This design comes from an exercise in tuning for a short achievable clock period and few clock cycles on the open sky130 flow, not from production work.
In this exercise RTL edits were held to simulation tests only and were not proved equivalent to the original.
No activity file was given, so power comes from the tool's default toggle rates.

**flow/design.v**
```verilog
`default_nettype none
package lc4_pkg;
   typedef logic [16-1:0] word_t;
   typedef logic [3-1:0] rsel_t;
   typedef logic [2:0]             nzp_t;   
   typedef enum logic [3:0] {
      OP_BR    = 4'b0000,
      OP_ARITH = 4'b0001,
      OP_LOGIC = 4'b0101,
      OP_LDR   = 4'b0110,
      OP_STR   = 4'b0111,
      OP_CONST = 4'b1001,
      OP_JMP   = 4'b1100
   } opcode_e;
   typedef enum logic [1:0] {
      STALL_NONE  = 2'd0,
      STALL_FLUSH = 2'd2,   
      STALL_LOAD  = 2'd3    
   } stall_e;
endpackage
`default_nettype wire
`timescale 1ns/100ps
`default_nettype none
module lc4_c_inv   (input wire a, output wire y); assign y = ~a; endmodule
module lc4_c_buf   (input wire a, output wire y); assign y = a; endmodule
module lc4_c_nand2 (input wire a, input wire b, output wire y); assign y = ~(a & b); endmodule
module lc4_c_nor2  (input wire a, input wire b, output wire y); assign y = ~(a | b); endmodule
module lc4_c_xor2  (input wire a, input wire b, output wire y); assign y = a ^ b; endmodule
module lc4_c_xnor2 (input wire a, input wire b, output wire y); assign y = ~(a ^ b); endmodule
module lc4_c_nand3 (input wire a, input wire b, input wire c, output wire y);
   assign y = ~(a & b & c);
endmodule
module lc4_c_nand4 (input wire a, input wire b, input wire c, input wire d, output wire y);
   assign y = ~(a & b & c & d);
endmodule
module lc4_c_nor4  (input wire a, input wire b, input wire c, input wire d, output wire y);
   assign y = ~(a | b | c | d);
endmodule
module lc4_c_aoi21 (input wire a1, input wire a2, input wire b, output wire y);
   assign y = ~((a1 & a2) | b);
endmodule
module lc4_c_oai21 (input wire a1, input wire a2, input wire b, output wire y);
   assign y = ~((a1 | a2) & b);
endmodule
module lc4_c_aoi22 (input wire a1, input wire a2, input wire b1, input wire b2, output wire y);
   assign y = ~((a1 & a2) | (b1 & b2));
endmodule
module lc4_c_aoi222 (input wire a1, input wire a2, input wire b1, input wire b2,
                     input wire c1, input wire c2, output wire y);
   assign y = ~((a1 & a2) | (b1 & b2) | (c1 & c2));
endmodule
module lc4_c_mux2  (input wire s, input wire a0, input wire a1, output wire y);
   assign y = s ? a1 : a0;
endmodule
module lc4_ks_carry (
   input  wire [15:0] g,
   input  wire [15:0] t,
   output wire [15:0] c
);
   wire [15:0] g1n, t1n, g2, t2, g3n, t3n;
   genvar k;
   generate
      for (k = 0; k < 16; k++) begin : l1   
         if (k >= 1) begin : f
            lc4_c_aoi21 ug (.a1(t[k]), .a2(g[k-1]), .b(g[k]), .y(g1n[k]));
            lc4_c_nand2 ut (.a(t[k]), .b(t[k-1]), .y(t1n[k]));
         end else begin : p
            lc4_c_inv   ug (.a(g[k]), .y(g1n[k]));
            assign t1n[k] = 1'b1;
         end
      end
      for (k = 0; k < 16; k++) begin : l2   
         if (k >= 2) begin : f
            lc4_c_oai21 ug (.a1(t1n[k]), .a2(g1n[k-2]), .b(g1n[k]), .y(g2[k]));
            lc4_c_nor2  ut (.a(t1n[k]), .b(t1n[k-2]), .y(t2[k]));
         end else begin : p
            lc4_c_inv   ug (.a(g1n[k]), .y(g2[k]));
            assign t2[k] = 1'b0;
         end
      end
      for (k = 0; k < 16; k++) begin : l3   
         if (k >= 4) begin : f
            lc4_c_aoi21 ug (.a1(t2[k]), .a2(g2[k-4]), .b(g2[k]), .y(g3n[k]));
            lc4_c_nand2 ut (.a(t2[k]), .b(t2[k-4]), .y(t3n[k]));
         end else begin : p
            lc4_c_inv   ug (.a(g2[k]), .y(g3n[k]));
            assign t3n[k] = 1'b1;
         end
      end
      for (k = 0; k < 16; k++) begin : l4   
         if (k >= 8) begin : f
            lc4_c_oai21 ug (.a1(t3n[k]), .a2(g3n[k-8]), .b(g3n[k]), .y(c[k]));
         end else begin : p
            lc4_c_inv   ug (.a(g3n[k]), .y(c[k]));
         end
      end
   endgenerate
endmodule
module lc4_c_mux2i (input wire s, input wire a0, input wire a1, output wire y);
   assign y = ~(s ? a1 : a0);
endmodule
module lc4_hold #(parameter int W = 16) (
   input  wire         en,
   input  wire [W-1:0] q,    
   input  wire [W-1:0] d,    
   output wire [W-1:0] y
);
   genvar i;
   generate
      for (i = 0; i < W; i++) begin : bit_g
         lc4_c_mux2 um (.s(en), .a0(q[i]), .a1(d[i]), .y(y[i]));
      end
   endgenerate
endmodule
module lc4_bufv #(parameter int W = 16) (
   input  wire [W-1:0] a,
   output wire [W-1:0] y
);
   genvar i;
   generate
      for (i = 0; i < W; i++) begin : bit_g
         lc4_c_buf ub (.a(a[i]), .y(y[i]));
      end
   endgenerate
endmodule
module lc4_inc16 (
   input  wire [15:0] a,
   output wire [15:0] s
);
   wire [15:0] n1, p2, n3, p4;
   genvar i;
   generate
      for (i = 0; i < 16; i++) begin : bit_g
         if (i >= 1) begin : l1f lc4_c_nand2 u (.a(a[i]), .b(a[i-1]), .y(n1[i])); end
         else        begin : l1p lc4_c_inv   u (.a(a[i]), .y(n1[i])); end
         if (i >= 2) begin : l2f lc4_c_nor2  u (.a(n1[i]), .b(n1[i-2]), .y(p2[i])); end
         else        begin : l2p lc4_c_inv   u (.a(n1[i]), .y(p2[i])); end
         if (i >= 4) begin : l3f lc4_c_nand2 u (.a(p2[i]), .b(p2[i-4]), .y(n3[i])); end
         else        begin : l3p lc4_c_inv   u (.a(p2[i]), .y(n3[i])); end
         if (i >= 8) begin : l4f lc4_c_nor2  u (.a(n3[i]), .b(n3[i-8]), .y(p4[i])); end
         else        begin : l4p lc4_c_inv   u (.a(n3[i]), .y(p4[i])); end
         if (i >= 1) begin : sf  lc4_c_xor2  u (.a(a[i]), .b(p4[i-1]), .y(s[i])); end
         else        begin : sp  lc4_c_inv   u (.a(a[i]), .y(s[i])); end
      end
   endgenerate
endmodule
module lc4_ks_carry_n (
   input  wire [15:0] gn,
   input  wire [15:0] tn,
   output wire [15:0] cn
);
   wire [15:0] g1, t1, g2n, t2n, g3, t3;
   genvar k;
   generate
      for (k = 0; k < 16; k++) begin : l1   
         if (k >= 1) begin : f
            lc4_c_oai21 ug (.a1(tn[k]), .a2(gn[k-1]), .b(gn[k]), .y(g1[k]));
            lc4_c_nor2  ut (.a(tn[k]), .b(tn[k-1]), .y(t1[k]));
         end else begin : p
            lc4_c_inv   ug (.a(gn[k]), .y(g1[k]));
            assign t1[k] = 1'b0;
         end
      end
      for (k = 0; k < 16; k++) begin : l2   
         if (k >= 2) begin : f
            lc4_c_aoi21 ug (.a1(t1[k]), .a2(g1[k-2]), .b(g1[k]), .y(g2n[k]));
            lc4_c_nand2 ut (.a(t1[k]), .b(t1[k-2]), .y(t2n[k]));
         end else begin : p
            lc4_c_inv   ug (.a(g1[k]), .y(g2n[k]));
            assign t2n[k] = 1'b1;
         end
      end
      for (k = 0; k < 16; k++) begin : l3   
         if (k >= 4) begin : f
            lc4_c_oai21 ug (.a1(t2n[k]), .a2(g2n[k-4]), .b(g2n[k]), .y(g3[k]));
            lc4_c_nor2  ut (.a(t2n[k]), .b(t2n[k-4]), .y(t3[k]));
         end else begin : p
            lc4_c_inv   ug (.a(g2n[k]), .y(g3[k]));
            assign t3[k] = 1'b0;
         end
      end
      for (k = 0; k < 16; k++) begin : l4   
         if (k >= 8) begin : f
            lc4_c_aoi21 ug (.a1(t3[k]), .a2(g3[k-8]), .b(g3[k]), .y(cn[k]));
         end else begin : p
            lc4_c_inv   ug (.a(g3[k]), .y(cn[k]));
         end
      end
   endgenerate
endmodule
module lc4_add16 (
   input  wire [15:0] a,
   input  wire [15:0] b,
   input  wire        ci,
   output wire [15:0] s
);
   wire [15:0] gn, tn, x, cn;
   wire        cin_n;
   genvar i;
   generate
      for (i = 0; i < 16; i++) begin : bit_g
         lc4_c_nand2 ug (.a(a[i]), .b(b[i]), .y(gn[i]));
         lc4_c_nor2  ut (.a(a[i]), .b(b[i]), .y(tn[i]));
         lc4_c_xor2  ux (.a(a[i]), .b(b[i]), .y(x[i]));
         lc4_c_xnor2 us (.a(x[i]), .b(cn[i]), .y(s[i]));
      end
   endgenerate
   lc4_c_inv uci (.a(ci), .y(cin_n));
   lc4_ks_carry_n uc (.gn({gn[14:0], cin_n}), .tn({tn[14:0], 1'b1}), .cn(cn));
endmodule
module lc4_pcmux_bit (
   input  wire s9, t9, s11, t11,
   input  wire rest_n,   
   output wire y
);
   wire tn;
   lc4_c_aoi22 ua (.a1(s9), .a2(t9), .b1(s11), .b2(t11), .y(tn));
   lc4_c_nand2 un (.a(tn), .b(rest_n), .y(y));
endmodule
module lc4_alu_bit (
   input  wire m,            
   input  wire mb,           
   input  wire ld,           
   input  wire a_reg,        
   input  wire b_reg,        
   input  wire sub,          
   input  wire sa_m, sa_l, sa_r,   
   input  wire sb_m, sb_l, sb_r,   
   input  wire op_add, op_addxor, op_xor, op_and, op_or,
   input  wire s_nxt,        
   output wire gn,           
   output wire tn,           
   output wire x,            
   output wire y0n,          
   output wire y1n,          
   output wire z0n,          
   output wire z1n           
);
   wire a1, a2, a3, b1, b2, b3, a, b, bs, g, t, y0, y1;
   lc4_c_nand2 ua1 (.a(sa_m), .b(m), .y(a1));
   lc4_c_nand2 ua2 (.a(sa_l), .b(ld), .y(a2));
   lc4_c_nand2 ua3 (.a(sa_r), .b(a_reg), .y(a3));
   lc4_c_nand3 ua  (.a(a1), .b(a2), .c(a3), .y(a));
   lc4_c_xor2  us  (.a(b_reg), .b(sub), .y(bs));
   lc4_c_nand2 ub1 (.a(sb_m), .b(mb), .y(b1));
   lc4_c_nand2 ub2 (.a(sb_l), .b(ld), .y(b2));
   lc4_c_nand2 ub3 (.a(sb_r), .b(bs), .y(b3));
   lc4_c_nand3 ub  (.a(b1), .b(b2), .c(b3), .y(b));
   lc4_c_nand2 ug  (.a(a), .b(b), .y(gn));
   lc4_c_nor2  ut  (.a(a), .b(b), .y(tn));
   lc4_c_xor2  ux  (.a(a), .b(b), .y(x));
   assign g   = ~gn;
   assign t   = ~tn;
   assign y0  = (op_addxor & x) | (op_and & g) | (op_or & t);
   assign y1  = (op_add & ~x) | (op_xor & x) | (op_and & g) | (op_or & t);
   assign y0n = ~y0;
   assign y1n = ~y1;
   assign z0n = ~(y0 ^ s_nxt);
   assign z1n = ~(y1 ^ s_nxt);
endmodule
module lc4_alu (
   input  wire [15:0] i_m,
   input  wire [15:0] i_mb,
   input  wire [15:0] i_ld,
   input  wire [15:0] i_a,
   input  wire [15:0] i_b,
   input  wire [15:0] i_sa_m, i_sa_l, i_sa_r,          
   input  wire [15:0] i_sb_m, i_sb_l, i_sb_r,
   input  wire [15:0] i_subv,                          
   input  wire        i_sub,
   input  wire        i_op_add, i_op_addxor, i_op_xor, i_op_and, i_op_or,
   input  wire        i_s_nxt,
   output wire [15:0] o_res,
   output wire [15:0] o_resb,
   output wire        o_zero
);
   wire [15:0] gn, tn, x, y0n, y1n, z0n, z1n, cn, e;
   wire [3:0]  za_n, zl_n;
   wire        z_add, z_log, sub_n;
   genvar i;
   generate
      for (i = 0; i < 16; i++) begin : bit_g
         lc4_alu_bit ub (
            .m(i_m[i]), .mb(i_mb[i]), .ld(i_ld[i]), .a_reg(i_a[i]), .b_reg(i_b[i]),
            .sub(i_subv[i]), .sa_m(i_sa_m[i]), .sa_l(i_sa_l[i]), .sa_r(i_sa_r[i]),
            .sb_m(i_sb_m[i]), .sb_l(i_sb_l[i]), .sb_r(i_sb_r[i]),
            .op_add(i_op_add), .op_addxor(i_op_addxor), .op_xor(i_op_xor),
            .op_and(i_op_and), .op_or(i_op_or), .s_nxt(i_s_nxt),
            .gn(gn[i]), .tn(tn[i]), .x(x[i]), .y0n(y0n[i]), .y1n(y1n[i]), .z0n(z0n[i]),
            .z1n(z1n[i])
         );
         lc4_c_mux2i ur (.s(cn[i]), .a0(y1n[i]), .a1(y0n[i]), .y(o_res[i]));
         lc4_c_mux2i uq (.s(cn[i]), .a0(z1n[i]), .a1(z0n[i]), .y(o_resb[i]));
         if (i == 0) begin : z0
            lc4_c_xnor2 ue (.a(x[i]), .b(i_sub), .y(e[i]));
         end else begin : zn
            lc4_c_xor2  ue (.a(x[i]), .b(tn[i-1]), .y(e[i]));
         end
      end
      for (i = 0; i < 4; i++) begin : zt
         lc4_c_nand4 ua (.a(e[4*i]), .b(e[4*i+1]), .c(e[4*i+2]), .d(e[4*i+3]), .y(za_n[i]));
         lc4_c_nand4 ul (.a(y0n[4*i]), .b(y0n[4*i+1]), .c(y0n[4*i+2]), .d(y0n[4*i+3]),
                         .y(zl_n[i]));
      end
   endgenerate
   lc4_c_nor4 uza (.a(za_n[0]), .b(za_n[1]), .c(za_n[2]), .d(za_n[3]), .y(z_add));
   lc4_c_nor4 uzl (.a(zl_n[0]), .b(zl_n[1]), .c(zl_n[2]), .d(zl_n[3]), .y(z_log));
   lc4_c_mux2 uz  (.s(i_op_add), .a0(z_log), .a1(z_add), .y(o_zero));
   lc4_c_inv uci (.a(i_sub), .y(sub_n));
   lc4_ks_carry_n uc (.gn({gn[14:0], sub_n}), .tn({tn[14:0], 1'b1}), .cn(cn));
endmodule
module lc4_fsel (
   input  wire mislate,       
   input  wire brv,           
   input  wire m_setcc,       
   input  wire n, z,          
   input  wire mn, mz, mp,    
   input  wire misw,          
   input  wire stall,
   input  wire boot,
   input  wire [15:0] fi,     
   output wire mis,
   output wire s_malt, s_alt, s_hold, s_t9, s_t11, s_seq
);
   wire mis_m, f_pred, f_j;
   lc4_fpred up (.i(fi), .y(f_pred));
   assign f_j    = fi[15];
   assign mis_m  = n ? mn : (z ? mz : mp);
   assign mis    = !mislate && brv && (m_setcc ? mis_m : misw);
   assign s_malt = mislate;
   assign s_alt  = mis;
   assign s_hold = !mislate && !mis && (stall || !boot);
   assign s_t9   = !mislate && !mis && !stall && boot && f_pred && !f_j;
   assign s_t11  = !mislate && !mis && !stall && boot && f_pred && f_j;
   assign s_seq  = !mislate && !mis && !stall && boot && !f_pred;
endmodule
module lc4_fpred (
   input  wire [15:0] i,
   output wire        y
);
   wire c, brc;
   assign c   = !i[13] && !i[12];
   assign brc = (i[8] && (i[11] || i[10] || i[9])) || (i[11] && i[10] && i[9]);
   assign y   = c && ((i[15] && i[14] && i[11]) || (!i[15] && !i[14] && brc));
endmodule
`timescale 1ns/100ps
`default_nettype none
module lc4_pipeline (
   input  wire                 gwe,
   input  wire                 i_arst_n,
   output lc4_pkg::word_t      o_imem_addr,
   input  wire lc4_pkg::word_t i_imem_data,
   output lc4_pkg::word_t      o_dmem_addr,
   output logic                o_dmem_we,
   output lc4_pkg::word_t      o_dmem_wdata,
   input  wire lc4_pkg::word_t i_dmem_rdata,
   output lc4_pkg::stall_e     o_wb_stall,
   output lc4_pkg::word_t      o_wb_pc,
   output lc4_pkg::word_t      o_wb_insn,
   output logic                o_wb_rf_we,
   output lc4_pkg::rsel_t      o_wb_rf_wsel,
   output lc4_pkg::word_t      o_wb_rf_wdata,
   output logic                o_wb_nzp_we,
   output lc4_pkg::nzp_t       o_wb_nzp
);
   localparam int NS = 4;   
   function automatic logic [2:0] nzp_of(input logic [15:0] v);
      nzp_of = {v[15], v == 16'd0, !v[15] && (v != 16'd0)};
   endfunction
   function automatic logic [7:0] onehot(input logic [2:0] r);
      onehot = 8'd1 << r;
   endfunction
   logic [15:0] pc, pc_o, pc_p1;   
   localparam logic [15:0] K_PC = 16'h8200;
   localparam logic [15:0] K_P1 = 16'h8200 + 16'd1;
   logic [15:0] pc_x, pc_p1x, pc_p1ax;
   logic        r_boot;   
   logic [15:0] pc_p1a;   
   logic        r_bub;   
   assign pc    = pc_x ^ K_PC;
   assign pc_p1 = pc_p1x ^ K_P1;
   assign pc_p1a = pc_p1ax ^ K_P1;
   assign o_wb_stall = r_bub ? lc4_pkg::STALL_FLUSH : lc4_pkg::STALL_NONE;
   logic        d_valid, stall_q;
   logic [15:0] d_pc, d_pcp1, d_pcp2, d_insn, d_imm_b;
   logic [7:0]  d_rs1h, d_rt1h, d_rd1h;
   logic        d_we, d_use_rs, d_use_rt, d_ldr, d_str, d_br, d_pred, d_sub;
   logic        d_op_add, d_op_addxor, d_op_and, d_op_or, d_op_xor;
   logic        x_valid;
   logic [15:0] x_pc, x_insn, x_a, x_b, x_sd, x_alt, x_altp1;
   logic [NS-1:0] x_sa_m, x_sa_l, x_sa_r, x_sb_m, x_sb_l, x_sb_r, x_subc;
   logic        x_bps;
   logic        x_we, x_ld, x_st, x_brv, x_pred;
   logic        x_mn, x_mz, x_mp;   
   logic        x_misw;             
   logic        x_brl;              
   logic        m_misl;             
   logic [15:0] m_alt, m_altp1;
   logic [2:0]  x_rd, x_mask;
   logic [7:0]  x_rd1h;
   logic        x_sub, x_op_add, x_op_addxor, x_op_and, x_op_or, x_op_xor;
   logic        m_valid, m_st_v;
   logic [15:0] m_pc, m_insn, m_res, m_mb, m_sd, m_addr;
   logic        m_we, m_ld, m_z, m_setcc;
   logic [2:0]  m_rd;
   logic [7:0]  m_rd1h;
   logic        w_valid;
   logic [15:0] w_val;
   logic        w_we;
   logic [2:0]  w_rd;
   logic [7:0]  w_rd1h;
   logic [15:0] rf [8];
   logic [2:0]  ccw;   
   assign o_imem_addr = pc_o;
   logic [15:0] fi;
   logic [3:0]  f_op;
   logic        f_arith, f_arith_ok, f_logic, f_ldr, f_str, f_const, f_br, f_jmp, f_not;
   logic        f_sub, f_we, f_use_rs, f_use_rt, f_triv, f_pred, f_hazard;
   logic [15:0] f_imm_b, f_off9, f_off11;
   logic [15:0] f_tgt9, f_tgt11, f_tgt9p1, f_tgt11p1, pc_p2;
   assign fi         = i_imem_data;
   assign f_op       = fi[15:12];
   assign f_arith    = f_op == 4'b0001;
   assign f_arith_ok = f_arith && (fi[5] || !fi[3]);
   assign f_logic    = f_op == 4'b0101;
   assign f_ldr      = f_op == 4'b0110;
   assign f_str      = f_op == 4'b0111;
   assign f_const    = f_op == 4'b1001;
   assign f_br       = f_op == 4'b0000 && fi[11:9] != 3'b000;
   assign f_jmp      = f_op == 4'b1100 && fi[11];
   assign f_not      = f_logic && !fi[5] && fi[4:3] == 2'b01;
   assign f_sub      = f_arith && !fi[5] && fi[4:3] == 2'b10;
   assign f_we       = f_arith_ok || f_logic || f_ldr || f_const;
   assign f_use_rs   = f_arith_ok || f_logic || f_ldr || f_str;
   assign f_use_rt   = (f_arith_ok || f_logic) && !fi[5] && !f_not;
   assign f_triv     = fi[15] ? (fi[10:0] == 11'd0) : (fi[8:0] == 9'd0);
   lc4_fpred u_fpred (.i(fi), .y(f_pred));
   assign f_imm_b    = (f_ldr || f_str) ? {{10{fi[5]}}, fi[5:0]} :
                       f_const          ? {{7{fi[8]}}, fi[8:0]} :
                       f_not            ? 16'hFFFF :
                                          {{11{fi[4]}}, fi[4:0]};
   assign f_hazard   = f_sub && fi[2:0] == d_insn[11:9];
   assign f_off9  = {{7{fi[8]}}, fi[8:0]};
   assign f_off11 = {{5{fi[10]}}, fi[10:0]};
   lc4_add16 u_t9   (.a(pc_p1a), .b(f_off9),  .ci(1'b0), .s(f_tgt9));
   lc4_add16 u_t11  (.a(pc_p1a), .b(f_off11), .ci(1'b0), .s(f_tgt11));
   lc4_add16 u_t9p  (.a(pc_p1), .b(f_off9),  .ci(1'b1), .s(f_tgt9p1));
   lc4_add16 u_t11p (.a(pc_p1), .b(f_off11), .ci(1'b1), .s(f_tgt11p1));
   lc4_inc16 u_inc  (.a(pc_p1), .s(pc_p2));
   logic stall;
   logic [15:0] d_bt, d_btp1;
   lc4_add16 u_bt   (.a(d_pcp1), .b({{7{d_insn[8]}}, d_insn[8:0]}), .ci(1'b0), .s(d_bt));
   lc4_add16 u_btp  (.a(d_pcp1), .b({{7{d_insn[8]}}, d_insn[8:0]}), .ci(1'b1), .s(d_btp1));
   assign stall = stall_q && d_valid;
   logic        mh_s, mh_t, mh_d, wh_s, wh_t, wh_d;
   logic        a_ld, a_m, a_w, a_rf, b_ld, b_m, b_w, b_rf, b_im, s_ld, s_m, s_w, s_rf;
   logic [15:0] rf_s, rf_t, rf_d;
   logic [15:0] a_nxt, b_nxt, sd_nxt;
   always_comb begin
      rf_s = '0;
      rf_t = '0;
      rf_d = '0;
      for (int k = 0; k < 8; k++) begin
         rf_s = rf_s | (d_rs1h[k] ? rf[k] : 16'd0);
         rf_t = rf_t | (d_rt1h[k] ? rf[k] : 16'd0);
         rf_d = rf_d | (d_rd1h[k] ? rf[k] : 16'd0);
      end
   end
   assign mh_s = m_valid && m_we && |(d_rs1h & m_rd1h);
   assign mh_t = m_valid && m_we && |(d_rt1h & m_rd1h);
   assign mh_d = m_valid && m_we && |(d_rd1h & m_rd1h);
   assign wh_s = w_valid && w_we && |(d_rs1h & w_rd1h);
   assign wh_t = w_valid && w_we && |(d_rt1h & w_rd1h);
   assign wh_d = w_valid && w_we && |(d_rd1h & w_rd1h);
   assign a_ld = d_use_rs && mh_s && m_ld;
   assign a_m  = d_use_rs && mh_s && !m_ld;
   assign a_w  = d_use_rs && !mh_s && wh_s;
   assign a_rf = d_use_rs && !mh_s && !wh_s;
   assign b_ld = d_use_rt && mh_t && m_ld;
   assign b_m  = d_use_rt && mh_t && !m_ld;
   assign b_w  = d_use_rt && !mh_t && wh_t;
   assign b_rf = d_use_rt && !mh_t && !wh_t;
   assign b_im = !d_use_rt;
   assign s_ld = mh_d && m_ld;
   assign s_m  = mh_d && !m_ld;
   assign s_w  = !mh_d && wh_d;
   assign s_rf = !mh_d && !wh_d;
   assign a_nxt  = ({16{a_ld}} & i_dmem_rdata) | ({16{a_m}} & m_res) |
                   ({16{a_w}} & w_val) | ({16{a_rf}} & rf_s);
   assign b_nxt  = ({16{b_ld}} & i_dmem_rdata) | ({16{b_m}} & m_res) |
                   ({16{b_w}} & w_val) | ({16{b_rf}} & rf_t) | ({16{b_im}} & d_imm_b);
   assign sd_nxt = ({16{s_ld}} & i_dmem_rdata) | ({16{s_m}} & m_res) |
                   ({16{s_w}} & w_val) | ({16{s_rf}} & rf_d);
   logic bpa_nxt, bpb_nxt, bla_nxt, blb_nxt;
   assign bpa_nxt = d_use_rs && x_valid && x_we && !x_ld && |(d_rs1h & x_rd1h);
   assign bpb_nxt = d_use_rt && x_valid && x_we && !x_ld && |(d_rt1h & x_rd1h);
   assign bla_nxt = d_use_rs && x_valid && x_ld && |(d_rs1h & x_rd1h);
   assign blb_nxt = d_use_rt && x_valid && x_ld && |(d_rt1h & x_rd1h);
   logic [NS-1:0] sa_m_nxt, sa_l_nxt, sa_r_nxt, sb_m_nxt, sb_l_nxt, sb_r_nxt, sub_nxt;
   genvar gi;
   generate
      for (gi = 0; gi < NS; gi++) begin : sel
         lc4_c_buf  u_sam (.a(bpa_nxt), .y(sa_m_nxt[gi]));
         lc4_c_buf  u_sal (.a(bla_nxt), .y(sa_l_nxt[gi]));
         lc4_c_nor2 u_sar (.a(bpa_nxt), .b(bla_nxt), .y(sa_r_nxt[gi]));
         lc4_c_buf  u_sbm (.a(bpb_nxt), .y(sb_m_nxt[gi]));
         lc4_c_buf  u_sbl (.a(blb_nxt), .y(sb_l_nxt[gi]));
         lc4_c_nor2 u_sbr (.a(bpb_nxt), .b(blb_nxt), .y(sb_r_nxt[gi]));
         lc4_c_buf u_sub (.a(d_sub),   .y(sub_nxt[gi]));
      end
   endgenerate
   logic [15:0] x_res, x_resb;
   logic [15:0] sa_m16, sa_l16, sa_r16, sb_m16, sb_l16, sb_r16, sub16;
   logic        x_zero;
   logic [2:0]  m_nzp_f;
   logic        x_mis;
   always_comb begin
      for (int i = 0; i < 16; i++) begin
         sa_m16[i] = x_sa_m[i / (16 / NS)];
         sa_l16[i] = x_sa_l[i / (16 / NS)];
         sa_r16[i] = x_sa_r[i / (16 / NS)];
         sb_m16[i] = x_sb_m[i / (16 / NS)];
         sb_l16[i] = x_sb_l[i / (16 / NS)];
         sb_r16[i] = x_sb_r[i / (16 / NS)];
         sub16[i]  = x_subc[i / (16 / NS)];
      end
   end
   lc4_alu u_alu (
      .i_m(m_res), .i_mb(m_mb), .i_ld(i_dmem_rdata), .i_a(x_a), .i_b(x_b),
      .i_sa_m(sa_m16), .i_sa_l(sa_l16), .i_sa_r(sa_r16),
      .i_sb_m(sb_m16), .i_sb_l(sb_l16), .i_sb_r(sb_r16), .i_subv(sub16),
      .i_sub(x_sub), .i_op_add(x_op_add), .i_op_addxor(x_op_addxor), .i_op_xor(x_op_xor),
      .i_op_and(x_op_and), .i_op_or(x_op_or), .i_s_nxt(d_sub),
      .o_res(x_res), .o_resb(x_resb), .o_zero(x_zero)
   );
   assign m_nzp_f = {m_res[15], m_z, !m_res[15] && !m_z};
   logic [2:0] ccw_nxt;
   assign ccw_nxt = !(m_valid && m_we) ? ccw : (m_ld ? nzp_of(i_dmem_rdata) : m_nzp_f);
   logic [7:0]  s_malt, s_alt, s_hold, s_t9, s_t11, s_seq, mis_c;
   logic [15:0] pc_nxt, pc_nxt_o, pcp1_nxt, pcp1_nxt_a, x_res_o;
   logic [15:0] pc_rest_n, pcp1_rest_n;
   logic        s_malt_c, s_alt_c, s_hold_c, s_t9_c, s_t11_c, s_seq_c;
   lc4_fsel u_fsel_c (
      .mislate(m_misl), .brv(x_brv), .m_setcc(m_setcc), .n(m_res[15]), .z(m_z), .mn(x_mn), .mz(x_mz),
      .mp(x_mp), .misw(x_misw), .stall(stall), .boot(r_boot), .fi(fi),
      .mis(x_mis), .s_malt(s_malt_c), .s_alt(s_alt_c), .s_hold(s_hold_c), .s_t9(s_t9_c), .s_t11(s_t11_c),
      .s_seq(s_seq_c)
   );
   generate
      for (gi = 0; gi < 8; gi++) begin : fs
         lc4_fsel u_fsel (
            .mislate(m_misl), .brv(x_brv), .m_setcc(m_setcc), .n(m_res[15]), .z(m_z), .mn(x_mn), .mz(x_mz),
            .mp(x_mp), .misw(x_misw), .stall(stall), .boot(r_boot), .fi(fi),
            .mis(mis_c[gi]), .s_malt(s_malt[gi]), .s_alt(s_alt[gi]), .s_hold(s_hold[gi]),
            .s_t9(s_t9[gi]), .s_t11(s_t11[gi]), .s_seq(s_seq[gi])
         );
      end
   endgenerate
   generate
      for (gi = 0; gi < 16; gi++) begin : pcm
         assign pc_rest_n[gi]   = ~((s_malt[gi/2] & m_alt[gi]) |
                                    (s_alt[gi/2] & x_alt[gi]) | (s_hold[gi/2] & pc[gi]) |
                                    (s_seq[gi/2] & pc_p1[gi]));
         assign pcp1_rest_n[gi] = ~((s_malt[gi/2] & m_altp1[gi]) |
                                    (s_alt[gi/2] & x_altp1[gi]) | (s_hold[gi/2] & pc_p1[gi]) |
                                    (s_seq[gi/2] & pc_p2[gi]));
         lc4_pcmux_bit u_pc (.s9(s_t9[gi/2]), .t9(f_tgt9[gi]), .s11(s_t11[gi/2]),
                             .t11(f_tgt11[gi]), .rest_n(pc_rest_n[gi]), .y(pc_nxt[gi]));
         lc4_pcmux_bit u_p1 (.s9(s_t9[gi/2]), .t9(f_tgt9p1[gi]), .s11(s_t11[gi/2]),
                             .t11(f_tgt11p1[gi]), .rest_n(pcp1_rest_n[gi]), .y(pcp1_nxt[gi]));
      end
   endgenerate
   lc4_bufv #(16) u_pco (.a(pc_nxt), .y(pc_nxt_o));
   lc4_bufv #(16) u_p1a (.a(pcp1_nxt), .y(pcp1_nxt_a));
   lc4_bufv #(16) u_mad (.a(x_res), .y(x_res_o));
   logic [15:0] m_val_o;
   lc4_bufv #(16) u_mvo (.a(m_ld ? i_dmem_rdata : m_res), .y(m_val_o));
   localparam int DW = 5 * 16 + 3 * 8 + 13;
   logic [DW-1:0] d_cur, d_new, d_nxt;
   assign d_cur = {d_insn, d_pc, d_pcp1, d_pcp2, d_imm_b, d_rs1h, d_rt1h,
                   d_rd1h, d_we, d_use_rs, d_use_rt, d_ldr, d_str, d_br, d_pred, d_sub,
                   d_op_add, d_op_addxor, d_op_and, d_op_or, d_op_xor};
   assign d_new = {fi, pc, pc_p1, pc_p2, f_imm_b, onehot(fi[8:6]),
                   onehot(fi[2:0]), onehot(fi[11:9]), f_we, f_use_rs, f_use_rt, f_ldr,
                   f_str, f_br && !f_triv, f_pred, f_sub, !f_logic && !f_const,
                   (!f_logic && !f_const) || (f_logic && !fi[5] && fi[3]),
                   f_logic && (fi[5] || fi[4:3] == 2'b00),
                   f_const || (f_logic && !fi[5] && fi[4:3] == 2'b10),
                   f_logic && !fi[5] && fi[3]};
   lc4_hold #(DW) u_dhold (.en(!stall), .q(d_cur), .d(d_new), .y(d_nxt));
   logic [15:0] rf_nxt [8];
   generate
      for (gi = 0; gi < 8; gi++) begin : rfw
         lc4_hold #(16) u_h (.en(w_valid && w_we && w_rd1h[gi]), .q(rf[gi]), .d(w_val),
                             .y(rf_nxt[gi]));
      end
   endgenerate
   always_ff @(posedge gwe or negedge i_arst_n) begin
      if (!i_arst_n) begin
         pc_x    <= '0;
         r_boot  <= 1'b0;
         pc_p1x  <= '0;
         pc_p1ax <= '0;
         d_valid <= 1'b0;
         stall_q <= 1'b0;
         x_valid <= 1'b0;
         x_brv   <= 1'b0;
         x_brl   <= 1'b0;
         m_misl  <= 1'b0;
         m_valid <= 1'b0;
         w_valid <= 1'b0;
         ccw     <= 3'b000;
         for (int k = 0; k < 8; k++) rf[k] <= '0;
      end else begin
         pc_x   <= pc_nxt ^ K_PC;
         r_boot <= 1'b1;
         pc_p1x  <= pcp1_nxt ^ K_P1;
         pc_p1ax <= pcp1_nxt_a ^ K_P1;
         if (x_mis || m_misl) begin
            d_valid <= 1'b0;
         end else if (!stall) begin
            d_valid <= r_boot;
         end
         stall_q <= !stall && d_valid && d_ldr && f_hazard;
         x_valid <= d_valid && !stall && !x_mis && !m_misl;
         x_brv   <= d_valid && !stall && !x_mis && !m_misl && d_br && !(x_valid && x_ld);
         x_brl   <= d_valid && !stall && !x_mis && !m_misl && d_br && x_valid && x_ld;
         m_misl  <= x_brl && !m_misl && (|(x_mask & ccw_nxt) != x_pred);
         m_valid <= x_valid && !m_misl;
         w_valid <= m_valid;
         for (int k = 0; k < 8; k++) rf[k] <= rf_nxt[k];
         if (m_valid && m_we) ccw <= m_ld ? nzp_of(i_dmem_rdata) : m_nzp_f;
      end
   end
   always_ff @(posedge gwe) begin
      pc_o        <= pc_nxt_o;
      m_st_v      <= x_valid && x_st && !m_misl;
      r_bub       <= !m_valid;
      o_wb_rf_we  <= m_valid && m_we;
      o_wb_nzp_we <= m_valid && m_we;
   end
   always_ff @(posedge gwe) begin
      {d_insn, d_pc, d_pcp1, d_pcp2, d_imm_b, d_rs1h, d_rt1h, d_rd1h, d_we,
       d_use_rs, d_use_rt, d_ldr, d_str, d_br, d_pred, d_sub, d_op_add, d_op_addxor,
       d_op_and, d_op_or, d_op_xor} <= d_nxt;
      x_pc     <= d_pc;
      x_insn   <= d_insn;
      x_a      <= a_nxt;
      x_b      <= b_nxt;
      x_sd     <= sd_nxt;
      x_sa_m   <= sa_m_nxt;
      x_sa_l   <= sa_l_nxt;
      x_sa_r   <= sa_r_nxt;
      x_sb_m   <= sb_m_nxt;
      x_sb_l   <= sb_l_nxt;
      x_sb_r   <= sb_r_nxt;
      x_subc   <= sub_nxt;
      x_bps    <= d_str && x_valid && x_we && |(d_rd1h & x_rd1h);
      x_alt    <= d_pred ? d_pcp1 : d_bt;
      x_altp1  <= d_pred ? d_pcp2 : d_btp1;
      x_we     <= d_we;
      x_ld     <= d_ldr;
      x_st     <= d_str;
      x_mn     <= d_insn[11] != d_pred;
      x_mz     <= d_insn[10] != d_pred;
      x_mp     <= d_insn[9] != d_pred;
      x_misw   <= |(d_insn[11:9] & ccw_nxt) != d_pred;
      x_pred   <= d_pred;
      x_rd     <= d_insn[11:9];
      x_rd1h   <= d_rd1h;
      x_mask   <= d_insn[11:9];
      x_sub    <= d_sub;
      x_op_add    <= d_op_add;
      x_op_addxor <= d_op_addxor;
      x_op_and    <= d_op_and;
      x_op_or     <= d_op_or;
      x_op_xor    <= d_op_xor;
      m_pc   <= x_pc;
      m_insn <= x_insn;
      m_res  <= x_res;
      m_addr <= x_res_o;
      m_mb   <= x_resb;
      m_z    <= x_zero;
      m_sd   <= x_bps ? (m_ld ? i_dmem_rdata : m_res) : x_sd;
      m_we   <= x_we;
      m_setcc <= x_valid && x_we && !m_misl;
      m_alt   <= x_alt;
      m_altp1 <= x_altp1;
      m_ld   <= x_ld;
      m_rd   <= x_rd;
      m_rd1h <= x_rd1h;
      w_val  <= m_ld ? i_dmem_rdata : m_res;
      w_we   <= m_we;
      w_rd   <= m_rd;
      w_rd1h <= m_rd1h;
      o_wb_pc       <= m_pc;
      o_wb_insn     <= m_insn;
      o_wb_rf_wsel  <= m_rd;
      o_wb_rf_wdata <= m_val_o;
      o_wb_nzp      <= m_ld ? nzp_of(i_dmem_rdata) : m_nzp_f;
   end
   assign o_dmem_addr  = m_addr;
   assign o_dmem_we    = m_st_v;
   assign o_dmem_wdata = m_sd;
endmodule
`default_nettype wire
```
**flow/run.sh**
```bash
#!/bin/bash
# synth_recipe.tcl (not shown) runs the flow's synth.tcl, then flattens the netlist and writes it again
# the make line also repeats each setting of config.mk as NAME=value (left out here)
make -C /OpenROAD-flow-scripts/flow DESIGN_CONFIG=/design/flow/config.mk WORK_HOME=/design/flow/orfs CLKGATE_MAP_FILE= SYNTH_SCRIPT=/design/flow/synth_recipe.tcl finish
```
**flow/config.mk**
```make
export PLATFORM = sky130hd
export DESIGN_NAME = lc4_pipeline
export DESIGN_NICKNAME = lc4_pipeline
export VERILOG_FILES = /design/flow/design.v
export SDC_FILE = /design/flow/constraint.sdc
export NUM_CORES = 4
export LEC_CHECK = 0
export CAP_MARGIN = 20
export CORE_MARGIN = 2
export CORE_UTILIZATION = 40
export SETUP_SLACK_MARGIN = 3.0
export SLEW_MARGIN = 20
export SYNTH_HIERARCHICAL = 1
export SYNTH_MINIMUM_KEEP_SIZE = 0
```
**flow/constraint.sdc**
```tcl
create_clock -name core_clock -period 5.0 [get_ports {gwe}]
set_input_delay 1.0000 -clock core_clock [delete_from_list [all_inputs] [get_ports {gwe}]]
set_output_delay 1.0000 -clock core_clock [all_outputs]
set_load 0.01 [all_outputs]
```
==> results of run 1 <==
## power by group through the flow
stage                     Sequential [uW]  Clock (uW)  Combinational (uW)
after global placement               8410           0                6160
after floorplan                      7940           0                4500
after CTS                            8380        5990                6470
after detailed placement             8410           0                6180
final                                8430        5880                7000
after global routing                 8590        6210                7450
## through the flow
stage          instances  utilization  power [uW]  setup WS (ns)  cell area (sq um)
6_report            5140        0.513       21300           2.87              45600
5_1_grt             5139        0.513       22200           2.84              45600
4_1_cts             5088        0.494       20800           2.84              43900
3_5_place_dp        4842        0.442       14600           1.13              39200
3_3_place_gp        4842        0.442       14600           1.19              39200
2_1_floorplan       3665            -       12400           2.09              37100
## per-layer routing
metal / global-route usage / part of all wire
met4: 0.125 / 0.051
met1: 0.334 / 0.42
met3: 0.0502 / 0.075
met2: 0.414 / 0.46
met5: 0 / 0.00011
## area by class of cell
type	instances	area, sq um
fillers	7944	43200
multi-input cells	2558	21800
flip-flops and latches	702	15200
repair buffers	358	3600
clock buffers	109	2260
well taps	1165	1460
inverters	217	838
clock inverters	30	364
diodes	1	2.50
## worst paths after layout
kind | endpoint | depth (start not counted) | start | slack, ns
max in group asynchronous | rf[2][6] | 2 | i_arst_n | 3.56
min reg2reg | m_insn[8] | 0 | x_insn[8] | 0.32
max reg2reg | m_addr[13] | 9 | x_subc[2] | 2.90
max | o_wb_nzp[0] | 1 | o_wb_nzp[0] | 2.87
min | m_insn[8] | 0 | x_insn[8] | 0.32
min in group asynchronous | rf[4][10] | 1 | i_arst_n | 0.39
## repair_timing
item                       in CTS  in global routing
setup buffers                 100                 46
setup endpoints to repair     423                265
gates cloned                    7                  5
gates resized for setup       950                287
pin swaps                     100                 83
## placed cells by master (no fill, tap or decap), types with 17 or more instances in the layout
| master | count |
|---|---|
| sky130_fd_sc_hd__nand2_1 | 364 |
| sky130_fd_sc_hd__nor2_4 | 30 |
| sky130_fd_sc_hd__nor2_2 | 61 |
| sky130_fd_sc_hd__o221a_2 | 26 |
| sky130_fd_sc_hd__mux2i_1 | 76 |
| sky130_fd_sc_hd__a31oi_1 | 24 |
| sky130_fd_sc_hd__buf_6 | 104 |
| sky130_fd_sc_hd__o21ai_1 | 139 |
| sky130_fd_sc_hd__o21ai_0 | 26 |
| sky130_fd_sc_hd__buf_2 | 44 |
| sky130_fd_sc_hd__xnor2_1 | 90 |
| sky130_fd_sc_hd__nand3_1 | 18 |
| sky130_fd_sc_hd__nor2_1 | 239 |
| sky130_fd_sc_hd__dfxtp_1 | 409 |
| sky130_fd_sc_hd__mux2_2 | 34 |
| sky130_fd_sc_hd__a221oi_1 | 29 |
| sky130_fd_sc_hd__nand2_2 | 44 |
| sky130_fd_sc_hd__dfrtp_1 | 168 |
| sky130_fd_sc_hd__nand4_1 | 36 |
| sky130_fd_sc_hd__a22oi_2 | 37 |
| sky130_fd_sc_hd__nand3_4 | 29 |
| sky130_fd_sc_hd__a221oi_2 | 36 |
| sky130_fd_sc_hd__a21oi_2 | 161 |
| sky130_fd_sc_hd__buf_12 | 25 |
| sky130_fd_sc_hd__xor2_1 | 172 |
| sky130_fd_sc_hd__a21oi_4 | 17 |
| sky130_fd_sc_hd__clkbuf_16 | 85 |
| sky130_fd_sc_hd__dfxtp_2 | 90 |
| sky130_fd_sc_hd__mux2_4 | 246 |
| sky130_fd_sc_hd__buf_4 | 162 |
| sky130_fd_sc_hd__a21oi_1 | 44 |
| sky130_fd_sc_hd__o21ai_2 | 48 |
| sky130_fd_sc_hd__xor2_2 | 17 |
| sky130_fd_sc_hd__a22oi_1 | 169 |
| sky130_fd_sc_hd__inv_1 | 201 |
| sky130_fd_sc_hd__a22o_1 | 58 |
==> summary.txt, run 1 <==
- The flow ran to the end and the layout has no timing, DRC or antenna violations.
- The internal power is 13700 uW.
- The maximum operating frequency is 0.469 GHz.
- For the pin with the worst max-slew slack, the measured transition is 0.902 ns.
- For this run, the total global-route usage over all layers was measured as 0.258.
- The worst setup path is captured at a primary output.
- The area of the mapped netlist is 35900 sq um.
- The wire length of the first global-routing pass is 183000 microns.
- The final total negative setup slack is 0 ns.
- The net switching power figure is 7640 uW.
- The initial utilization of the core area, before any placement, comes to 0.405.
- Buffers inserted to repair hold after CTS numbered 0.
- The highest net fanout along the worst path is 1.
- The relative contribution of the clock network to total power is 0.276.
- In this run, CTS created clock tree buffers numbering 77.
- The arrival time of the worst setup path is 1.13 ns.
- The number of levels the H-tree was split into is 3.
- The synthesized netlist cell count is 3659.
- Hold timing on the final database bottoms out at a slack of 0.322 ns.
- The congestion estimate from routability-driven global placement came to 0.932.
- The areal power density over the cells is 468 nW/um^2.
- The static power due to leakage is 0.0189 uW.
- The violation count after the first detailed-routing iteration is 2746.
- After detailed routing, the average wire length per cell comes to 24.1 microns.
- The total count of hold-check failures in the final report is 0.
- The first detailed-routing pass ran for 8 iterations.
- Setup repair after global routing could not meet its margin everywhere.
- The launching element type of the critical path is a register.
- For this run, design rule violations remaining after detail routing come to 0.
- TritonCTS built the clock tree.
- The largest individual stage delay along the critical path comes from the cell sky130_fd_sc_hd__dfxtp_4.
- The number of warnings printed during yosys synthesis is 10.
- The final max-slew violation count was 0.
- The final global-route overflow total is 0.
- Broken down by cell family, the worst path's largest delay share belongs to flip-flops.
- The via density per instance is 5.75.
- The number of global-route vias before repair is 28.9k.
- CTS placed an instance of sky130_fd_sc_hd__clkbuf_16 at the clock tree root.
- In this run the deepest clock path goes through 3 buffers.
- The die covers 92300 sq um.
- In this run the tool buffered the top-level ports with 139 buffer cells.
- Of the total power, the share spent switching nets is 0.359.
- The headroom to the max-slew limit is 0.398.
- The final HPWL from detailed placement is 82900 microns.
- The horizontal die dimension is 304 microns.
- Setup violations remaining at the end of the flow were counted as 0.
- The share of total power in combinational logic is 0.328.
- The number of antenna violations at the first check in global routing came to 1.
- The area growth from synthesis to layout is 26.7%.
- The CTS sink count is 702.
- The share of the cycle needed by the critical path after routing is 0.427.
- From bottom edge to top edge, the die measures 304 microns.
- VDD sags by at most 332 uV.
- The worst clock skew on the final layout is 0.0150 ns.
- The worst path needs 2.13 ns of the cycle, external delays included.
- The count of nets after finishing is 3948.
- The sequential fraction of design power is 0.396.
- The fraction of layout cells with a size suffix above 1 is 0.395.
- The number of buffers and inverters on the critical path is 1.
- The post-synthesis area per instance is 9.82 sq um.
- The number of maximum-capacitance constraint violations is 0.
- The worst stage delay on the critical path is 0.36 ns.
- Entering global routing, the biggest net connects 90 pins.
- The signal on the critical path passes through buf_6.
- The type of the most critical hold path is register to register.
- The core box area is 88800 sq um.
- By startpoint and endpoint, the worst setup path is classified as register to primary output.
- At the later pin of the worst-skew pair, clock insertion delay measures 0.64 ns.
- The number of placed I/O pins is 141.
- For this block, the via count after detailed routing is 29.6k.
- For the worst setup path, the data required time is 4.00 ns.
- The register with the most flip-flops in the final layout is rf.
- After clock tree synthesis, the clock-pin slew on the worst setup and hold paths is 0.06 ns.
- The number of nets still failing antenna checks after routing is 0.
- The total number of placement rows is 109.
- The number of flip-flops in the largest register is 128.
- The post-detailed-routing wire length is 124000 microns.
Testbench counts, summed over its fixed seeds: cycles 9,598.
==> run 2, diff against run 1 <==
--- a/flow/design.v
+++ b/flow/design.v
@@ -340,7 +340,7 @@
 );
    wire c, brc;
    assign c   = !i[13] && !i[12];
-   assign brc = (i[8] && (i[11] || i[10] || i[9])) || (i[11] && i[10] && i[9]);
+   assign brc = (i[8] && (i[11] || i[10] || i[9])) || (i[9] && (i[11] || i[10]));
    assign y   = c && ((i[15] && i[14] && i[11]) || (!i[15] && !i[14] && brc));
 endmodule
 `timescale 1ns/100ps
@@ -370,24 +370,21 @@
    function automatic logic [7:0] onehot(input logic [2:0] r);
       onehot = 8'd1 << r;
    endfunction
-   logic [15:0] pc, pc_o, pc_p1;   
+   logic [15:0] pc, pc_o, pc_a, pc_p1;   
    localparam logic [15:0] K_PC = 16'h8200;
-   localparam logic [15:0] K_P1 = 16'h8200 + 16'd1;
-   logic [15:0] pc_x, pc_p1x, pc_p1ax;
+   logic [15:0] pc_x, pc_ax;
    logic        r_boot;   
-   logic [15:0] pc_p1a;   
    logic        r_bub;   
    assign pc    = pc_x ^ K_PC;
-   assign pc_p1 = pc_p1x ^ K_P1;
-   assign pc_p1a = pc_p1ax ^ K_P1;
+   assign pc_a  = pc_ax ^ K_PC;
    assign o_wb_stall = r_bub ? lc4_pkg::STALL_FLUSH : lc4_pkg::STALL_NONE;
    logic        d_valid, stall_q;
-   logic [15:0] d_pc, d_pcp1, d_pcp2, d_insn, d_imm_b;
+   logic [15:0] d_pc, d_pcp1, d_bt, d_insn, d_imm_b;
    logic [7:0]  d_rs1h, d_rt1h, d_rd1h;
    logic        d_we, d_use_rs, d_use_rt, d_ldr, d_str, d_br, d_pred, d_sub;
    logic        d_op_add, d_op_addxor, d_op_and, d_op_or, d_op_xor;
    logic        x_valid;
-   logic [15:0] x_pc, x_insn, x_a, x_b, x_sd, x_alt, x_altp1;
+   logic [15:0] x_pc, x_insn, x_a, x_b, x_sd, x_alt;
    logic [NS-1:0] x_sa_m, x_sa_l, x_sa_r, x_sb_m, x_sb_l, x_sb_r, x_subc;
    logic        x_bps;
    logic        x_we, x_ld, x_st, x_brv, x_pred;
@@ -395,7 +392,7 @@
    logic        x_misw;             
    logic        x_brl;              
    logic        m_misl;             
-   logic [15:0] m_alt, m_altp1;
+   logic [15:0] m_alt;
    logic [2:0]  x_rd, x_mask;
    logic [7:0]  x_rd1h;
    logic        x_sub, x_op_add, x_op_addxor, x_op_and, x_op_or, x_op_xor;
@@ -417,7 +414,7 @@
    logic        f_arith, f_arith_ok, f_logic, f_ldr, f_str, f_const, f_br, f_jmp, f_not;
    logic        f_sub, f_we, f_use_rs, f_use_rt, f_triv, f_pred, f_hazard;
    logic [15:0] f_imm_b, f_off9, f_off11;
-   logic [15:0] f_tgt9, f_tgt11, f_tgt9p1, f_tgt11p1, pc_p2;
+   logic [15:0] f_tgt9, f_tgt11;
    assign fi         = i_imem_data;
    assign f_op       = fi[15:12];
    assign f_arith    = f_op == 4'b0001;
@@ -442,15 +439,10 @@
    assign f_hazard   = f_sub && fi[2:0] == d_insn[11:9];
    assign f_off9  = {{7{fi[8]}}, fi[8:0]};
    assign f_off11 = {{5{fi[10]}}, fi[10:0]};
-   lc4_add16 u_t9   (.a(pc_p1a), .b(f_off9),  .ci(1'b0), .s(f_tgt9));
-   lc4_add16 u_t11  (.a(pc_p1a), .b(f_off11), .ci(1'b0), .s(f_tgt11));
-   lc4_add16 u_t9p  (.a(pc_p1), .b(f_off9),  .ci(1'b1), .s(f_tgt9p1));
-   lc4_add16 u_t11p (.a(pc_p1), .b(f_off11), .ci(1'b1), .s(f_tgt11p1));
-   lc4_inc16 u_inc  (.a(pc_p1), .s(pc_p2));
+   lc4_add16 u_t9   (.a(pc_a), .b(f_off9),  .ci(1'b1), .s(f_tgt9));
+   lc4_add16 u_t11  (.a(pc_a), .b(f_off11), .ci(1'b1), .s(f_tgt11));
+   lc4_inc16 u_inc  (.a(pc), .s(pc_p1));
    logic stall;
-   logic [15:0] d_bt, d_btp1;
-   lc4_add16 u_bt   (.a(d_pcp1), .b({{7{d_insn[8]}}, d_insn[8:0]}), .ci(1'b0), .s(d_bt));
-   lc4_add16 u_btp  (.a(d_pcp1), .b({{7{d_insn[8]}}, d_insn[8:0]}), .ci(1'b1), .s(d_btp1));
    assign stall = stall_q && d_valid;
    logic        mh_s, mh_t, mh_d, wh_s, wh_t, wh_d;
    logic        a_ld, a_m, a_w, a_rf, b_ld, b_m, b_w, b_rf, b_im, s_ld, s_m, s_w, s_rf;
@@ -537,8 +529,8 @@
    logic [2:0] ccw_nxt;
    assign ccw_nxt = !(m_valid && m_we) ? ccw : (m_ld ? nzp_of(i_dmem_rdata) : m_nzp_f);
    logic [7:0]  s_malt, s_alt, s_hold, s_t9, s_t11, s_seq, mis_c;
-   logic [15:0] pc_nxt, pc_nxt_o, pcp1_nxt, pcp1_nxt_a, x_res_o;
-   logic [15:0] pc_rest_n, pcp1_rest_n;
+   logic [15:0] pc_nxt, pc_nxt_o, pc_nxt_a, x_res_o;
+   logic [15:0] pc_rest_n;
    logic        s_malt_c, s_alt_c, s_hold_c, s_t9_c, s_t11_c, s_seq_c;
    lc4_fsel u_fsel_c (
       .mislate(m_misl), .brv(x_brv), .m_setcc(m_setcc), .n(m_res[15]), .z(m_z), .mn(x_mn), .mz(x_mz),
@@ -561,26 +553,21 @@
          assign pc_rest_n[gi]   = ~((s_malt[gi/2] & m_alt[gi]) |
                                     (s_alt[gi/2] & x_alt[gi]) | (s_hold[gi/2] & pc[gi]) |
                                     (s_seq[gi/2] & pc_p1[gi]));
-         assign pcp1_rest_n[gi] = ~((s_malt[gi/2] & m_altp1[gi]) |
-                                    (s_alt[gi/2] & x_altp1[gi]) | (s_hold[gi/2] & pc_p1[gi]) |
-                                    (s_seq[gi/2] & pc_p2[gi]));
          lc4_pcmux_bit u_pc (.s9(s_t9[gi/2]), .t9(f_tgt9[gi]), .s11(s_t11[gi/2]),
                              .t11(f_tgt11[gi]), .rest_n(pc_rest_n[gi]), .y(pc_nxt[gi]));
-         lc4_pcmux_bit u_p1 (.s9(s_t9[gi/2]), .t9(f_tgt9p1[gi]), .s11(s_t11[gi/2]),
-                             .t11(f_tgt11p1[gi]), .rest_n(pcp1_rest_n[gi]), .y(pcp1_nxt[gi]));
       end
    endgenerate
    lc4_bufv #(16) u_pco (.a(pc_nxt), .y(pc_nxt_o));
-   lc4_bufv #(16) u_p1a (.a(pcp1_nxt), .y(pcp1_nxt_a));
+   lc4_bufv #(16) u_pca (.a(pc_nxt), .y(pc_nxt_a));
    lc4_bufv #(16) u_mad (.a(x_res), .y(x_res_o));
    logic [15:0] m_val_o;
    lc4_bufv #(16) u_mvo (.a(m_ld ? i_dmem_rdata : m_res), .y(m_val_o));
    localparam int DW = 5 * 16 + 3 * 8 + 13;
    logic [DW-1:0] d_cur, d_new, d_nxt;
-   assign d_cur = {d_insn, d_pc, d_pcp1, d_pcp2, d_imm_b, d_rs1h, d_rt1h,
+   assign d_cur = {d_insn, d_pc, d_pcp1, d_bt, d_imm_b, d_rs1h, d_rt1h,
                    d_rd1h, d_we, d_use_rs, d_use_rt, d_ldr, d_str, d_br, d_pred, d_sub,
                    d_op_add, d_op_addxor, d_op_and, d_op_or, d_op_xor};
-   assign d_new = {fi, pc, pc_p1, pc_p2, f_imm_b, onehot(fi[8:6]),
+   assign d_new = {fi, pc, pc_p1, f_tgt9, f_imm_b, onehot(fi[8:6]),
                    onehot(fi[2:0]), onehot(fi[11:9]), f_we, f_use_rs, f_use_rt, f_ldr,
                    f_str, f_br && !f_triv, f_pred, f_sub, !f_logic && !f_const,
                    (!f_logic && !f_const) || (f_logic && !fi[5] && fi[3]),
@@ -599,8 +586,7 @@
       if (!i_arst_n) begin
          pc_x    <= '0;
          r_boot  <= 1'b0;
-         pc_p1x  <= '0;
-         pc_p1ax <= '0;
+         pc_ax   <= '0;
          d_valid <= 1'b0;
          stall_q <= 1'b0;
          x_valid <= 1'b0;
@@ -614,8 +600,7 @@
       end else begin
          pc_x   <= pc_nxt ^ K_PC;
          r_boot <= 1'b1;
-         pc_p1x  <= pcp1_nxt ^ K_P1;
-         pc_p1ax <= pcp1_nxt_a ^ K_P1;
+         pc_ax   <= pc_nxt_a ^ K_PC;
          if (x_mis || m_misl) begin
             d_valid <= 1'b0;
          end else if (!stall) begin
@@ -640,7 +625,7 @@
       o_wb_nzp_we <= m_valid && m_we;
    end
    always_ff @(posedge gwe) begin
-      {d_insn, d_pc, d_pcp1, d_pcp2, d_imm_b, d_rs1h, d_rt1h, d_rd1h, d_we,
+      {d_insn, d_pc, d_pcp1, d_bt, d_imm_b, d_rs1h, d_rt1h, d_rd1h, d_we,
        d_use_rs, d_use_rt, d_ldr, d_str, d_br, d_pred, d_sub, d_op_add, d_op_addxor,
        d_op_and, d_op_or, d_op_xor} <= d_nxt;
       x_pc     <= d_pc;
@@ -657,7 +642,6 @@
       x_subc   <= sub_nxt;
       x_bps    <= d_str && x_valid && x_we && |(d_rd1h & x_rd1h);
       x_alt    <= d_pred ? d_pcp1 : d_bt;
-      x_altp1  <= d_pred ? d_pcp2 : d_btp1;
       x_we     <= d_we;
       x_ld     <= d_ldr;
       x_st     <= d_str;
@@ -685,7 +669,6 @@
       m_we   <= x_we;
       m_setcc <= x_valid && x_we && !m_misl;
       m_alt   <= x_alt;
-      m_altp1 <= x_altp1;
       m_ld   <= x_ld;
       m_rd   <= x_rd;
       m_rd1h <= x_rd1h;
==> summary.txt, run 2 <==
- The total iterations of the first detailed-routing run is 7 (was 8).
- The kind of critical path is register to primary output (unchanged).
- The final total negative setup slack is 0 ns (unchanged).
- The worst clock skew on the final layout is 0.0357 ns (was 0.0150 ns).
- The maximum root-to-sink buffer count was 3 (unchanged).
- The headroom to the max-slew limit was 0.364 (was 0.398).
- The arrival time of the worst setup path is 1.11 ns (was 1.13 ns).
- The total count of hold-check failures in the final report is 0 (unchanged).
- The register with the most flip-flops is rf (unchanged).
- The global-route total usage across every layer is 0.260 (was 0.258).
- The violation count after the first detailed-routing iteration came to 2792 (was 2746).
- The core box area came to 75700 sq um (was 88800 sq um).
- The post-synthesis area per instance is 10.6 sq um (was 9.82 sq um).
- The met2 track demand over resource is 0.419 (was 0.414).
- The area enclosed by the die boundary is 78300 sq um (was 92300 sq um).
- The pin count of the biggest net entering global routing is 81 (was 90).
- The number of levels the H-tree was split into is 3 (unchanged).
- The final max-slew violation count came to 0 (unchanged).
- The clock buffer count from CTS is 72 (was 77).
- The number of nets still failing antenna checks after routing is 0 (unchanged).
- The wire length of the first global-routing pass was 154000 microns (was 183000 microns).
- The clock network latency to the later pin of the worst-skew pair is 0.64 ns (about the same).
- The via density per instance is 5.87 (was 5.75).
- Outcome: no timing/DRC/antenna violations (unchanged).
- The starting density of the core is 0.402 (was 0.405).
- The post-detailed-routing wire length is 106000 microns (was 124000 microns).
- The filler cell count in the final layout is 6573 (was 7944).
- The register clock-pin slew on the reported worst setup and hold paths is 0.06 ns (about the same).
- The final critical path time including I/O delays and setup was 2.11 ns (was 2.13 ns).
- The number of global-route vias before repair was 24.5k (was 28.9k).
- The number of port buffers is 139 (unchanged).
- The areal power density over the cells was 451 nW/um^2 (was 468 nW/um^2).
- The final hold slack came to 0.322 ns (about the same).
- The number of setup violations in the final report came to 0 (unchanged).
- The number of buffers and inverters on the critical path came to 1 (unchanged).
- The final core area utilization is 0.517 (was 0.513).
- The number of maximum-capacitance constraint violations came to 0 (unchanged).
- Unrepaired setup endpoints after global routing: true (unchanged).
- The worst-margin pin slew is 0.954 ns (was 0.902 ns).
- The length in cells of the worst reg-to-reg path is 11 (was 9).
- The instance count on the critical path is 1 (unchanged).
- The worst IR drop on VDD was 338 uV (was 332 uV).
- The remaining routing DRC violations is 0 (unchanged).
- The launching element type of the critical path is a register (unchanged).
- The average wire length per cell after detail routing came to 25.6 microns (was 24.1 microns).
- The area of the mapped netlist was 30400 sq um (was 35900 sq um).
- The kind of end point of the critical path is a primary output (unchanged).
- The count of nets after finishing is 3134 (was 3948).
- The root buffer cell was sky130_fd_sc_hd__clkbuf_16 (unchanged).
- The routing usage on met1 is 0.330 (was 0.334).
- Cell-by-cell trace of the critical path: buf_6 (unchanged).
- The static power due to leakage is 0.0165 uW (was 0.0189 uW).
- The CTS tree is built (unchanged).
- The maximum operating frequency was 0.475 GHz (was 0.469 GHz).
- The number of antenna violations at the first check in global routing is 2 (was 1).
- The number of warnings printed during yosys synthesis was 10 (unchanged).
- The worst stage delay on the critical path is 0.35 ns (was 0.36 ns).
- The final weighted congestion in routability-driven placement is 0.920 (was 0.932).
- The layer with the highest usage was met2 (unchanged).
- The height of the die is 280 microns (was 304 microns).
- The kind of cell adding the most delay to the critical path is flip-flops (unchanged).
- The CTS sink count is 654 (was 702).
- The global-route met3 utilization is 0.0581 (was 0.0502).
- The number of cells on the worst hold path is 0 (unchanged).
- The share of the cycle needed by the critical path after routing is 0.421 (was 0.427).
- Most frequent cells in the layout: sky130_fd_sc_hd__dfxtp_1 (391), sky130_fd_sc_hd__mux2_4 (247), sky130_fd_sc_hd__nand2_1 (232) (was sky130_fd_sc_hd__dfxtp_1 (409), sky130_fd_sc_hd__nand2_1 (364), sky130_fd_sc_hd__mux2_4 (246)).
- The type of the most critical hold path is register to register (unchanged).
- The highest net fanout along the worst path is 2 (was 1).
- The final HPWL from detailed placement came to 67600 microns (was 82900 microns).
- The layout-stage area growth over the synthesis result is 28.7% (was 26.7%).
- The synthesized netlist cell count was 2870 (was 3659).
- The slowest library cell on the worst path is sky130_fd_sc_hd__dfxtp_4 (unchanged).
- The number of placed I/O pins was 141 (unchanged).
- The final global-route overflow total is 0 (unchanged).
- The critical path data required time is 4.00 ns (about the same).
- The horizontal die dimension is 280 microns (was 304 microns).
- The number of flip-flops in the largest register is 128 (unchanged).
- The overall via count from detail_route was 24.3k (was 29.6k).
- The commonest non-fill, non-tap cell in the layout was sky130_fd_sc_hd__dfxtp_1 (unchanged).
- The total number of placement rows is 101 (was 109).
- The fraction of layout cells with a size suffix above 1 is 0.432 (was 0.395).
## run 2: what timing repair did
action | CTS | global route
gates resized for setup | 902 | 228
gates cloned | 8 | 7
pin swaps | 127 | 93
setup buffers | 71 | 64
hold buffers | 0 | 0
endpoints found under the setup margin | 379 | 261
## run 2: through the flow
step / instance area (sq um) / setup slack [ns] / std cells / total power [uW]
2_1_floorplan: 31800 / 2.15 / 2872 / 10200
3_3_place_gp: 33600 / 1.30 / 3853 / 11600
3_5_place_dp: 33700 / 1.23 / 3854 / 11700
4_1_cts: 37500 / 2.86 / 4065 / 17400
5_1_grt: 39200 / 2.85 / 4136 / 18400
6_report: 39200 / 2.89 / 4137 / 17700
## run 2: cell type report
class                   count  area, sq um  share of cell area
diodes                      1         2.50           0.0000639
clock buffers              95         2040              0.0521
clock inverters            37          389             0.00993
inverters                 136          515              0.0132
multi-input cells        1895        17400               0.445
flip-flops and latches    654        14100               0.361
well taps                 978         1220              0.0312
repair buffers            341         3450              0.0880
## run 2: power by group
part / switching, uW / leakage, uW / internal [uW]
logic: 2380 / 0.00903 / 2280
registers: 1100 / 0.00625 / 6460
clock network: 2260 / 0.00120 / 3170
## run 2: path summary, 6_finish.rpt
path | slack, ns | to | from
max | 2.89 | o_wb_nzp[2] | o_wb_nzp[2]
min | 0.32 | o_wb_pc[2] | m_pc[2]
max reg2reg | 2.90 | m_addr[14] | x_subc[2]
min reg2reg | 0.32 | o_wb_pc[2] | m_pc[2]
max in group asynchronous | 3.53 | rf[2][1] | i_arst_n
min in group asynchronous | 0.40 | rf[2][8] | i_arst_n
## run 2: per-layer routing
layer	part of all wire	routed length (microns)	up-vias
met2	0.46	48800	1253
met5	0.00012	13	-
li1	-	-	10702
met1	0.40	42500	11958
met4	0.053	5580	2
met3	0.087	9190	351
## run 2: worst register-to-register path, delay by kind of cell (launching register included)
family                    cells  cell delay, ns
and+or+nand+nor               3            0.39
DFF                           1            0.40
buffers and inverters         2            0.28
AOI/OAI and AO/OA             4            0.43
xor gates and xnor gates      1            0.18
muxes                         1            0.30
Testbench counts of run 2, summed over its fixed seeds: cycles 9,453.

[port drivers added, routing unchanged]
The results above use ideal ports. As a check the final layouts listed here were re-extracted and re-timed, cells and wires unchanged.
Step 1 assumes that a clkbuf_16 drives the clock port and a buf_2 every other input.
Step 2, shift: input delay + t, output delay - t, t = (earliest + latest rising clock arrival at the registers) / 2. This alone moves slack from input paths to output paths.
Slacks: ideal / step 1 / step 2; pairs: ideal / step 1.
run | t (ns) | setup WS [ns] | worst setup path after step 2 | worst slew at a driven data input, ns | pins driven straight from the clock port
run 1 | 0.709 | 2.867 / 2.788 / 2.079 | input to register | 0.29 | 1
run 2 | 0.684 | 2.893 / 2.831 / 2.158 | input to register | 0.18 | 1
After both steps setup and hold are still met in every run listed. The setup slack of run 1, which loses most, moves by -0.079 ns with the drivers and by -0.788 ns with both steps.
